Background: an optimization exercise with open tools, aiming at small area, a short achievable clock period and few clock cycles. Do not read the settings as production practice.
Only simulation tests tie the RTL to the original design; equivalence was not proved.
Power figures rest on the tool's default switching activity, not on a simulated workload.

==> flow/design.v (outline; a module is shown in full before it is edited, if it fits) <==
// module matrix_bram: 27 lines
// module systolic_pe: 13 lines
// module booth_pp: 27 lines
// module dot4_csa: 1920 lines
// module csa_fa: 7 lines
// module csa_ha: 7 lines
// module tile_sequencer: 20 lines
// module result_buffer: 45 lines
// module matmul_top: 61 lines
module matmul_top
#(
    parameter  int BLOCK   = 4,
    parameter  int INNER   = 4,
    parameter  int A_ROWS  = 8,      
    parameter  int B_COLS  = 8,      
    localparam int A_DEPTH = (A_ROWS / BLOCK) * INNER,
    localparam int B_DEPTH = (B_COLS / BLOCK) * INNER,
    localparam int A_AW    = (A_DEPTH > 1) ? $clog2(A_DEPTH) : 1,
    localparam int B_AW    = (B_DEPTH > 1) ? $clog2(B_DEPTH) : 1,
    localparam int R_AW    = (A_ROWS * B_COLS > 1) ? $clog2(A_ROWS * B_COLS) : 1
) (
    input  logic              clk,
    input  logic              rst_n,
    input  logic              a_we,
    input  logic [A_AW-1:0]   a_addr,      
    input  logic [BLOCK-1:0][ELEM_W-1:0]  a_data,
    input  logic              b_we,
    input  logic [B_AW-1:0]   b_addr,      
    input  logic [BLOCK-1:0][ELEM_W-1:0]  b_data,
    input  logic              start,
    output logic              busy,
    output logic              done,
    input  logic [R_AW-1:0]   res_addr,
    output logic signed [ELEM_W-1:0]             res_data
);
  // ...
==> flow/run.sh <==
#!/bin/bash
# synth_recipe.tcl (not shown) runs the flow's synth.tcl, then flattens the netlist and writes it again
# the make line also repeats each setting of config.mk as NAME=value (left out here)
make -C /OpenROAD-flow-scripts/flow DESIGN_CONFIG=/design/flow/config.mk WORK_HOME=/design/flow/orfs CLKGATE_MAP_FILE= SYNTH_SCRIPT=/design/flow/synth_recipe.tcl finish
==> flow/config.mk <==
export PLATFORM = sky130hd
export DESIGN_NAME = matmul_top
export DESIGN_NICKNAME = matmul_top
export VERILOG_FILES = /design/flow/design.v
export SDC_FILE = /design/flow/constraint.sdc
export NUM_CORES = 4
export LEC_CHECK = 0
export CAP_MARGIN = 20
export CORE_MARGIN = 2
export CORE_UTILIZATION = 55
export CTS_CLUSTER_SIZE = 30
export SETUP_SLACK_MARGIN = 3.2
export SLEW_MARGIN = 20
export SYNTH_HIERARCHICAL = 1
==> flow/constraint.sdc <==
create_clock -name core_clock -period 10.0 [get_ports {clk}]
set_input_delay 2.0000 -clock core_clock [delete_from_list [all_inputs] [get_ports {clk}]]
set_output_delay 2.0000 -clock core_clock [all_outputs]
set_load 0.01 [all_outputs]
==> impl_metrics.csv, run 1 <==
group,metric,value,unit
critical_path,critPathKind,"reg2out",
pwr,p_int,24.2,mW
timing,drv_slew,0,
floorplanning,io-pin-count,163,
run_status,status,"timing/DRC/antenna clean",
route,via_count,51000,
pwr,sequentialPower,11.2,mW
pwr,max-vdd-ir-drop,0.562,mV
min_path,worstHoldPathCells,0,
cells_and_area,nonClkBufAreaFrac,2.61,%
floorplanning,die_area,0.185,mm^2
yosys,synth.area.top_cells,"edfxtp_1, fa_1, mux4_2",
yosys,synth_simple_gate_area_share,3.90,%
timing,finalHoldViolations,0,
timing,rsz0062_at_grt,"true",
yosys,synth_common_cells,"edfxtp_1, fa_1, nand2_1",
cells_and_area,seq_share,58.1,%
route,met3WireLength,20200,um
yosys,synth_top_area_share,61.4,%
yosys,yosysMostFrequentCell,"edfxtp_1",
cells_and_area,layout_commonest_cell,"edfxtp_1",
critical_path,endpoint,"res_data[4]",
timing,whs,394,ps
clock_network,root_buffer,"clkbuf_16",
cells_and_area,multi_input_area_share,30.4,%
placement,placement.io_buffers,162,
timing,finalSetupTns,0,ps
critical_path,cp.required,8000,ps
placement,gp_congestion,0.972,
placement,place_ws,1630,ps
floorplanning,start_util,55.4,%
clock_network,cts_setup_buffers,14,
yosys,avgSynthCellArea,17.1,um^2
cells_and_area,antenna_cells,2,
clock_network,hold_buffers,0,
cells_and_area,n_fill_cell,13000,
cells_and_area,dominant-cell-class,"sequential cells",
Testbench counts, summed over its fixed seeds: cycles 4,296.
==> run 2: changes to the inputs <==
--- a/flow/config.mk
+++ b/flow/config.mk
@@ -7,8 +7,8 @@
 export LEC_CHECK = 0
 export CAP_MARGIN = 20
 export CORE_MARGIN = 2
-export CORE_UTILIZATION = 55
+export CORE_UTILIZATION = 65
 export CTS_CLUSTER_SIZE = 30
-export SETUP_SLACK_MARGIN = 3.2
+export SETUP_SLACK_MARGIN = 3.0
 export SLEW_MARGIN = 20
 export SYNTH_HIERARCHICAL = 1
==> impl_metrics.csv, run 2 <==
group,metric,value,unit
run_status,status,"timing/DRC/antenna clean",
yosys,synth.area.top_cells,"edfxtp_1, fa_1, mux4_2",
global_routing,grt_max_degree,167,
clock_network,clock_latency,860,ps
timing,worstMarginPinSlew,1070,ps
global_routing,grt_pass1_vias,51100,
floorplanning,row_count,144,
route,detail-route-antenna-nets,0,
timing,max_freq,0.143,GHz
yosys,synth_top_area_share,61.4,%
global_routing,gr-total-overflow,0,
route,wire_per_inst,31.3,um
yosys,avgSynthCellArea,17.1,um^2
yosys,yosysSeqAreaShare,64.0,%
placement,gp_congestion,1.02,
timing,relSlewSlack,28.5,%
min_path,min_path_type,"reg2reg",
cells_and_area,area_growth,9.71,%
timing,finalSetupViolations,0,
route,drtIter0Drc,6032,
route,via_count,51900,
timing,rsz0062_at_grt,"true",
floorplanning,die_h,396,um
flow_run,cap_violations,0,
clock_network,root_buffer,"clkbuf_16",
yosys,synth_edf_count,2048,
min_path,worstHoldPathCells,0,
yosys,ys_types,64,
route,route.detailed.drc,0,
clock_network,numCtsBuffers,202,
yosys,synth_top_cell_by_area,"edfxtp_1",
critical_path,critPathLaunchType,"flop",
critical_path,crit_fanout,5,
timing,finalSetupTns,0,ps
clock_network,hold_buffers,0,
floorplanning,die_area,0.157,mm^2
placement,dpl.hpwl,169000,um
critical_path,ff2ff_path_depth,10,
timing,finalHoldViolations,0,
placement,place_ws,1550,ps
clock_network,cts.clk_slew.worst_paths,60,ps
timing,min_period_over_period,69.7,%
cells_and_area,drive_gt1_share,16.9,%
yosys,synthArstFlopShare,0,%
clock_network,htree_levels,4,
cells_and_area,final_cell_mix,"edfxtp_1, nand2_1, fa_1",
critical_path,critPathKind,"reg2out",
yosys,yosysMostFrequentCell,"edfxtp_1",
yosys,synthesis.area,0.100,mm^2
cells_and_area,multi_input_area,0.0334,mm^2
yosys,ys_ff_latch,2175,
pwr,p_leak,36.3,nW
global_routing,antenna_found_initial,9,
floorplanning,die_w,396,um
placement,placedInstanceArea,0.102,mm^2
yosys,synth_warnings,9,
yosys,syn_inst,5847,
pwr,max-vdd-ir-drop,0.441,mV
clock_network,cts_tree,"built",
global_routing,grt_util_all_layers,32.4,%
route,via_per_inst,6.50,
cells_and_area,n_fill_cell,9332,
cells_and_area,layout_commonest_cell,"edfxtp_1",
route,dr.pass1.iters,6,
critical_path,cp.required,8000,ps
cells_and_area,stdcell_area,0.110,mm^2
global_routing,grt_pass1_wl,362000,um
timing,drv_slew,0,
cells_and_area,finish.net_count,6515,
cells_and_area,seqCellArea,0.0640,mm^2
floorplanning,io-pin-count,163,
timing,whs,362,ps
timing,skew,83.4,ps
floorplanning,start_util,65.2,%
pwr,power.density,361,mW/mm^2
route,routed_wl,251000,um
placement,placement.io_buffers,162,
clock_network,cts.sinks,2175,
yosys,synth-main-ff-cell,"edfxtp_1",
timing,min_period,6970,ps
critical_path,arrival,4970,ps
yosys,synth_common_cells,"edfxtp_1, fa_1, nand2_1",
clock_network,cts_max_path_buffers,3,
floorplanning,core_area,0.154,mm^2
critical_path,endpoint_kind,"primary output",
timing,setup_slack,3030,ps
[run 2: worst paths after layout]
path	from	to	slack, ps
setup reg to reg	b_mem.snap_q[357]	u_res.u_dot.q_s909	4290
hold / removal	b_mem.mem[258]	b_mem.snap_q[258]	360
hold reg to reg	b_mem.mem[258]	b_mem.snap_q[258]	360
setup / recovery	u_res.u_dot.q_s922	res_data[7]	3030
[run 2: stage by stage]
step                      util, %  cells  power (mW)
final                        71.5   7996        39.6
after global routing         71.5   7994        42.0
after CTS                    71.4   7982        39.0
after detailed placement     66.5   7582        30.2
after global placement       66.5   7582        29.6
after floorplan                 -   5855        24.8
[run 2: routing by layer]
metal / vias up / global-route usage [%] / part of all wire, %
met5: - / 0 / 0.010
met4: 4 / 12.0 / 3.8
met3: 478 / 6.75 / 9.0
met2: 2504 / 48.9 / 46
met1: 27100 / 47.3 / 41
li1: 21900 / - / -
[run 2: power breakdown]
group	switching [mW]	internal, mW	total, mW
Clock	3.39	4.31	7.70
Sequential	0.247	11.0	11.2
Combinational	11.5	9.15	20.7
[run 2: critical path, cell delays in order (launching register included)]
cell and delay, ps:
dfxtp_1 320, fa_1 600, fa_1 490, ha_4 260, a21o_1 160, a21oi_2 150
a21bo_4 270, a21o_4 240, or3_4 390, and4_4 240, buf_4 150, nor3_4 200
buf_6 130, buf_12 120, buf_8 120, a21o_1 130, buf_2 150
[run 2: cell type report]
class                           instances  area share, %
Multi-Input combinational cell       3039           30.4
Inverter                               59          0.202
Clock inverter                        135           1.33
Antenna cell                            8         0.0182
Tap cell                             2044           2.33
Clock buffer                          242           4.79
Sequential cell                      2175           58.3
Timing Repair Buffer                  294           2.61
[run 2: timing repair]
item                                    CTS  global route
endpoints found under the setup margin   65            42
pin swaps                                32            16
buffers inserted                         22             5
gates resized for setup                 132            72
cloned                                    1             1
[run 2: cell families (layout without fill, tap and decap cells)]
kind of cell    after synthesis  after routing  synth area share [%]
fa+ha+maj                   599            599                  11.4
simple gates                837            837                  3.90
flops                      2175           2175                  64.0
xor+xnor                    481            481                  4.24
compound gates              720            720                  5.65
mux                         392            392                  7.29
other cells                   2             18               0.00750
buf+inv                     641            730                  3.51
[run 2: Yosys stat by module (local to each module, per instance), a selection]
module | times used | cell area (um^2)
booth_pp | 4 | 3740
csa_fa | 518 | 20.0
tile_sequencer | 1 | 42.5
dot4_csa | 1 | 3040
result_buffer | 1 | 1950
systolic_pe | 1 | 7660
csa_ha | 30 | 12.5

-- port drivers added, routing unchanged --
No port has a modelled driver above. Below, the same layouts with a new extraction and two added sets of constraints. Step 1 assumes that a clkbuf_16 drives the clock port and a buf_2 every other input. Step 2 also shifts input and output timing later by t, the mid clock arrival at the registers, as if the neighbouring blocks saw the same clock. a / b / c = no drivers / after step 1 / after step 2; a / b = the first two.
run | shift t [ns] | slack for setup (ns) | hold slack, ns | latest minus earliest clock arrival (ns)
run 1 | 0.926 | 3.216 / 3.132 / 2.221 | 0.394 / 0.394 / 0.394 | 0.044 / 0.044
run 2 | 0.901 | 3.028 / 2.949 / 2.116 | 0.362 / 0.362 / 0.362 | 0.084 / 0.084
After both steps every run listed still meets setup and hold. For run 1, which loses most, drivers alone change the setup slack by -0.084 ns; drivers and shift together by -0.995 ns.
